Background: an optimization exercise with open tools, aiming at small area. Do not read the settings as production practice.
Function was checked by simulation only, so behaviour that the tests miss may differ from the original.

==> v12 <==
Design heater_standby_mode_controller_top, start of the top module:
module heater_standby_mode_controller_top (
    input  wire logic                         clk,
    input  wire logic                         rst_n,
    input  wire logic                         cfg_we,
    input  wire logic [hsmc_pkg::ADDR_W-1:0]  cfg_addr,
    input  wire logic [hsmc_pkg::CFG_W-1:0]   cfg_wdata,
    input  wire logic                         pass_valid,
    output      logic                         pass_ready,
    input  wire logic [hsmc_pkg::TIME_W-1:0]  pass_now_ms,
    input  wire logic                         pass_set_level,
    input  wire logic                         pass_set_pressed,
    input  wire logic                         pass_minus_pressed,
    input  wire logic                         pass_plus_pressed,
    input  wire logic                         pass_motion_event,
    input  wire logic [hsmc_pkg::TIME_W-1:0]  pass_motion_time_ms,
    output      logic                         result_valid,
    input  wire logic                         result_ready,
    output      logic                         result_heat_on,
    output      logic                         result_standby,
    output      logic                         result_drive_mode,
    output      logic [hsmc_pkg::DEG_W-1:0]   result_target_temp,
    output      logic [hsmc_pkg::DEG_W-1:0]   result_selected_temp,
    output      logic [hsmc_pkg::COUNT_W-1:0] result_countdown_s
);
==> flow/config.mk <==
export PLATFORM = sky130hd
export DESIGN_NAME = heater_standby_mode_controller_top
export DESIGN_NICKNAME = heater_standby_mode_controller_top
export VERILOG_FILES = /design/flow/design.v
export SDC_FILE = /design/flow/constraint.sdc
export NUM_CORES = 4
export LEC_CHECK = 0
export ABC_AREA = 1
export CAP_MARGIN = 20
export CORE_MARGIN = 2
export CORE_UTILIZATION = 55
export CTS_BUF_LIST = sky130_fd_sc_hd__clkbuf_4
export SLEW_MARGIN = 20
==> flow/constraint.sdc <==
create_clock -name core_clock -period 12.0 [get_ports {clk}]
set_input_delay 2.4000 -clock core_clock [delete_from_list [all_inputs] [get_ports {clk}]]
set_output_delay 2.4000 -clock core_clock [all_outputs]
set_load 0.01 [all_outputs]
run.sh (not shown) runs the stock make flow with config.mk's settings and CLKGATE_MAP_FILE= SYNTH_SCRIPT=/design/flow/synth_recipe.tcl, a recipe that flattens the netlist after the stock synthesis.
==> inputs of v28, as changes to v12 <==
--- a/flow/design.v
+++ b/flow/design.v
@@ -23,41 +23,30 @@
         logic [TIME_W-1:0] off_time_ms;
         logic [DEG_W-1:0]  standby_temp;
         logic [DEG_W-1:0]  min_temp;
         logic [DEG_W-1:0]  max_temp;
         logic [STEP_W-1:0] temp_step;
         logic [HOLD_W-1:0] long_press_ms;
         logic [HOLD_W-1:0] motion_hold_ms;
     } cfg_t;
-    function automatic logic [3:0] div5_step(input logic [2:0] r, input logic b);
-        case ({r, b})
-            4'd0:    div5_step = {1'b0, 3'd0};
-            4'd1:    div5_step = {1'b0, 3'd1};
-            4'd2:    div5_step = {1'b0, 3'd2};
-            4'd3:    div5_step = {1'b0, 3'd3};
-            4'd4:    div5_step = {1'b0, 3'd4};
-            4'd5:    div5_step = {1'b1, 3'd0};
-            4'd6:    div5_step = {1'b1, 3'd1};
-            4'd7:    div5_step = {1'b1, 3'd2};
-            4'd8:    div5_step = {1'b1, 3'd3};
-            4'd9:    div5_step = {1'b1, 3'd4};
-            default: div5_step = 4'bxxxx;
-        endcase
-    endfunction
     function automatic logic [TIME_W-4:0] div5(input logic [TIME_W-4:0] v);
-        logic [2:0]        r;
-        logic [3:0]        s;
+        logic [2:0]        r, n;
+        logic              b, qb;
         logic [TIME_W-4:0] q;
         r = '0;
         for (int i = TIME_W - 4; i >= 0; i = i - 1)
         begin
-            s    = div5_step(r, v[i]);
-            q[i] = s[3];
-            r    = s[2:0];
+            b    = v[i];
+            qb   = r[2] | (r[1] & (r[0] | b));
+            n[0] = b ^ qb;
+            n[1] = qb ? (r[2] ? !b : (r[0] & b)) : r[0];
+            n[2] = qb ? (r[2] & b) : r[1];
+            q[i] = qb;
+            r    = n;
         end
         div5 = q;
     endfunction
     function automatic logic [COUNT_W-1:0] ms_to_s(input logic [TIME_W-4:0] x);
         logic [TIME_W-4:0] q;
         q       = div5(div5(div5(x)));
         ms_to_s = q[COUNT_W-1:0];
     endfunction
@@ -129,20 +118,18 @@
                             .s(d_off_s), .co(d_off_c));
     assign standby_ahead = d_standby_c && (d_standby_s != '0);
     assign off_ahead     = d_off_c && (d_off_s != '0);
     assign idle_inc      = (heat && standby_ahead) || (standby && off_ahead);
     hsmc_add #(TW+2) u_r_standby (.a({{2{!d_standby_c}}, d_standby_s}), .b(~{2'b00, elapsed}),
                                   .ci(1'b1), .s(r_standby), .co(r_standby_c));
     hsmc_add #(TW+2) u_r_off (.a({{2{!d_off_c}}, d_off_s}), .b(~{2'b00, elapsed}),
                               .ci(1'b1), .s(r_off), .co(r_off_c));
-    assign pos_standby   = idle_inc && !r_standby[TW+1] &&
-                           !(d_standby_c && (d_standby_s == elapsed));
-    assign pos_off       = idle_inc && !r_off[TW+1] &&
-                           !(d_off_c && (d_off_s == elapsed));
+    assign pos_standby   = idle_inc && !r_standby[TW+1] && (r_standby != '0);
+    assign pos_off       = idle_inc && !r_off[TW+1] && (r_off != '0);
     assign short_standby = (r_standby[TW+1:10] == '0) && (r_standby[9:0] < 10'd1000);
     assign short_off     = (r_off[TW+1:10] == '0) && (r_off[9:0] < 10'd1000);
     assign act_pos_standby   = (cfg.standby_time_ms != '0);
     assign act_pos_off       = (cfg.off_time_ms != '0);
     assign act_short_standby = (cfg.standby_time_ms[TW-1:10] == '0) &&
                                (cfg.standby_time_ms[9:0] < 10'd1000);
     assign act_short_off     = (cfg.off_time_ms[TW-1:10] == '0) &&
                                (cfg.off_time_ms[9:0] < 10'd1000);
@@ -288,16 +275,23 @@
     output      logic                         result_standby,
     output      logic                         result_drive_mode,
     output      logic [hsmc_pkg::DEG_W-1:0]   result_target_temp,
     output      logic [hsmc_pkg::DEG_W-1:0]   result_selected_temp,
     output      logic [hsmc_pkg::COUNT_W-1:0] result_countdown_s
 );
     hsmc_pkg::cfg_t cfg_reg;
     logic            valid_reg;
+    logic            out_free;
+    logic            out_valid_reg;
+    logic            heat, standby;
+    logic [hsmc_pkg::DEG_W-1:0]   commanded, selected;
+    logic            out_heat_reg, out_standby_reg;
+    logic [hsmc_pkg::DEG_W-1:0]   out_commanded_reg, out_selected_reg;
+    logic [hsmc_pkg::COUNT_W-1:0] out_count_reg;
     logic            step;
     logic            has_result;
     logic [hsmc_pkg::TIME_W-4:0] remain;
     always_ff @(posedge clk or negedge rst_n)
     begin
         if (!rst_n)
         begin
             cfg_reg.standby_time_ms <= hsmc_pkg::RST_STANDBY_TIME;
@@ -318,41 +312,65 @@
                 3'd3: cfg_reg.min_temp        <= cfg_wdata[hsmc_pkg::DEG_W-1:0];
                 3'd4: cfg_reg.max_temp        <= cfg_wdata[hsmc_pkg::DEG_W-1:0];
                 3'd5: cfg_reg.temp_step       <= cfg_wdata[hsmc_pkg::STEP_W-1:0];
                 3'd6: cfg_reg.long_press_ms   <= cfg_wdata[hsmc_pkg::HOLD_W-1:0];
                 default: cfg_reg.motion_hold_ms <= cfg_wdata[hsmc_pkg::HOLD_W-1:0];
             endcase
         end
     end
-    assign pass_ready = !valid_reg || result_ready;
+    assign out_free   = !out_valid_reg || result_ready;
+    assign pass_ready = !valid_reg || out_free;
     assign step       = pass_valid && pass_ready;
     hsmc_core u_core (
         .clk            (clk),
         .rst_n          (rst_n),
         .cfg            (cfg_reg),
         .step           (step),
         .now_ms         (pass_now_ms),
         .set_level      (pass_set_level),
         .set_pressed    (pass_set_pressed),
         .minus_pressed  (pass_minus_pressed),
         .plus_pressed   (pass_plus_pressed),
         .motion_event   (pass_motion_event),
         .motion_time_ms (pass_motion_time_ms),
         .has_result     (has_result),
-        .heat           (result_heat_on),
-        .standby        (result_standby),
-        .commanded      (result_target_temp),
-        .selected       (result_selected_temp),
+        .heat           (heat),
+        .standby        (standby),
+        .commanded      (commanded),
+        .selected       (selected),
         .remain         (remain)
     );
     always_ff @(posedge clk or negedge rst_n)
     begin
         if (!rst_n)
-            valid_reg <= 1'b0;
-        else if (pass_ready)
-            valid_reg <= step && has_result;
+        begin
+            valid_reg     <= 1'b0;
+            out_valid_reg <= 1'b0;
+        end
+        else
+        begin
+            if (pass_ready)
+                valid_reg <= step && has_result;
+            if (out_free)
+                out_valid_reg <= valid_reg;
+        end
+    end
+    always_ff @(posedge clk)
+    begin
+        if (out_free && valid_reg)
+        begin
+            out_heat_reg      <= heat;
+            out_standby_reg   <= standby;
+            out_commanded_reg <= commanded;
+            out_selected_reg  <= selected;
+            out_count_reg     <= hsmc_pkg::ms_to_s(remain);
+        end
     end
-    assign result_drive_mode  = result_heat_on || result_standby;
-    assign result_valid       = valid_reg;
-    assign result_countdown_s = hsmc_pkg::ms_to_s(remain);
+    assign result_valid         = out_valid_reg;
+    assign result_heat_on       = out_heat_reg;
+    assign result_standby       = out_standby_reg;
+    assign result_drive_mode    = out_heat_reg || out_standby_reg;
+    assign result_target_temp   = out_commanded_reg;
+    assign result_selected_temp = out_selected_reg;
+    assign result_countdown_s   = out_count_reg;
 endmodule
 `default_nettype wire
- CTS_BUF_LIST: sky130_fd_sc_hd__clkbuf_4 -> default
==> flow_results.xml <==
<?xml version="1.0" encoding="UTF-8"?>
<metrics>
  <group name="status">
    <metric name="outcome" unit="">finished clean</metric>
  </group>
  <group name="sta">
    <metric name="max_freq" unit="MHz">88.9</metric>
  </group>
  <group name="worst_setup_path">
    <metric name="endpoint_type_of_the_worst_setup_path" unit="">primary output</metric>
    <metric name="r2r_setup_slack" unit="ps">3110</metric>
    <metric name="rr_endpoint" unit="">u_core.idle[15]</metric>
  </group>
  <group name="clock_tree">
    <metric name="clock_tree.root_cell" unit="">sky130_fd_sc_hd__clkbuf_4</metric>
  </group>
  <group name="floorplanning">
    <metric name="die_x" unit="um">239</metric>
  </group>
  <group name="final_layout">
    <metric name="clk_share" unit="%">3.41</metric>
    <metric name="multi_input_cells" unit="">3066</metric>
  </group>
</metrics>
The numbers above come from v12.

==> flow_results.xml <==
<?xml version="1.0" encoding="UTF-8"?>
<metrics>
  <group name="clock_tree">
    <metric name="clock_tree.root_cell" unit="">sky130_fd_sc_hd__clkbuf_16</metric>
  </group>
  <group name="worst_setup_path">
    <metric name="rr_endpoint" unit="">out_count_reg[0]</metric>
    <metric name="r2r_setup_slack" unit="ps">900</metric>
  </group>
  <group name="floorplanning">
    <metric name="die_x" unit="um">239</metric>
  </group>
  <group name="status">
    <metric name="outcome" unit="">finished clean</metric>
  </group>
  <group name="final_layout">
    <metric name="clk_share" unit="%">3.99</metric>
  </group>
  <group name="sta">
    <metric name="max_freq" unit="MHz">90.1</metric>
  </group>
</metrics>
The numbers above come from v28.

[separate check: timing with driven ports]
The results above use ideal ports. As a check the final layouts listed here were re-extracted and re-timed, cells and wires unchanged. Step 1: set_driving_cell puts a clkbuf_16 on clk and a buf_2 on each other input, an assumption about the parent block. Step 2, shift: input delay + t, output delay - t, t = (earliest + latest rising clock arrival at the registers) / 2. This alone moves slack from input paths to output paths. Slacks: ideal / step 1 / step 2; pairs: ideal / step 1.
run	t (ns)	slack for setup (ns)	worst hold slack (ns)	worst setup path at the end	slew at the worst register clock pin (ns)
v12	0.889	0.749 / 0.699 / 0.412	0.490 / 0.490 / 0.490	input to register	0.09 / 0.09
v28	0.651	0.904 / 0.904 / 0.311	0.451 / 0.451 / 0.451	input to register	0.07 / 0.07
After both steps every run listed still meets setup and hold. The setup slack of v28, which loses most, moves by 0.000 ns with the drivers and by -0.593 ns with both steps.
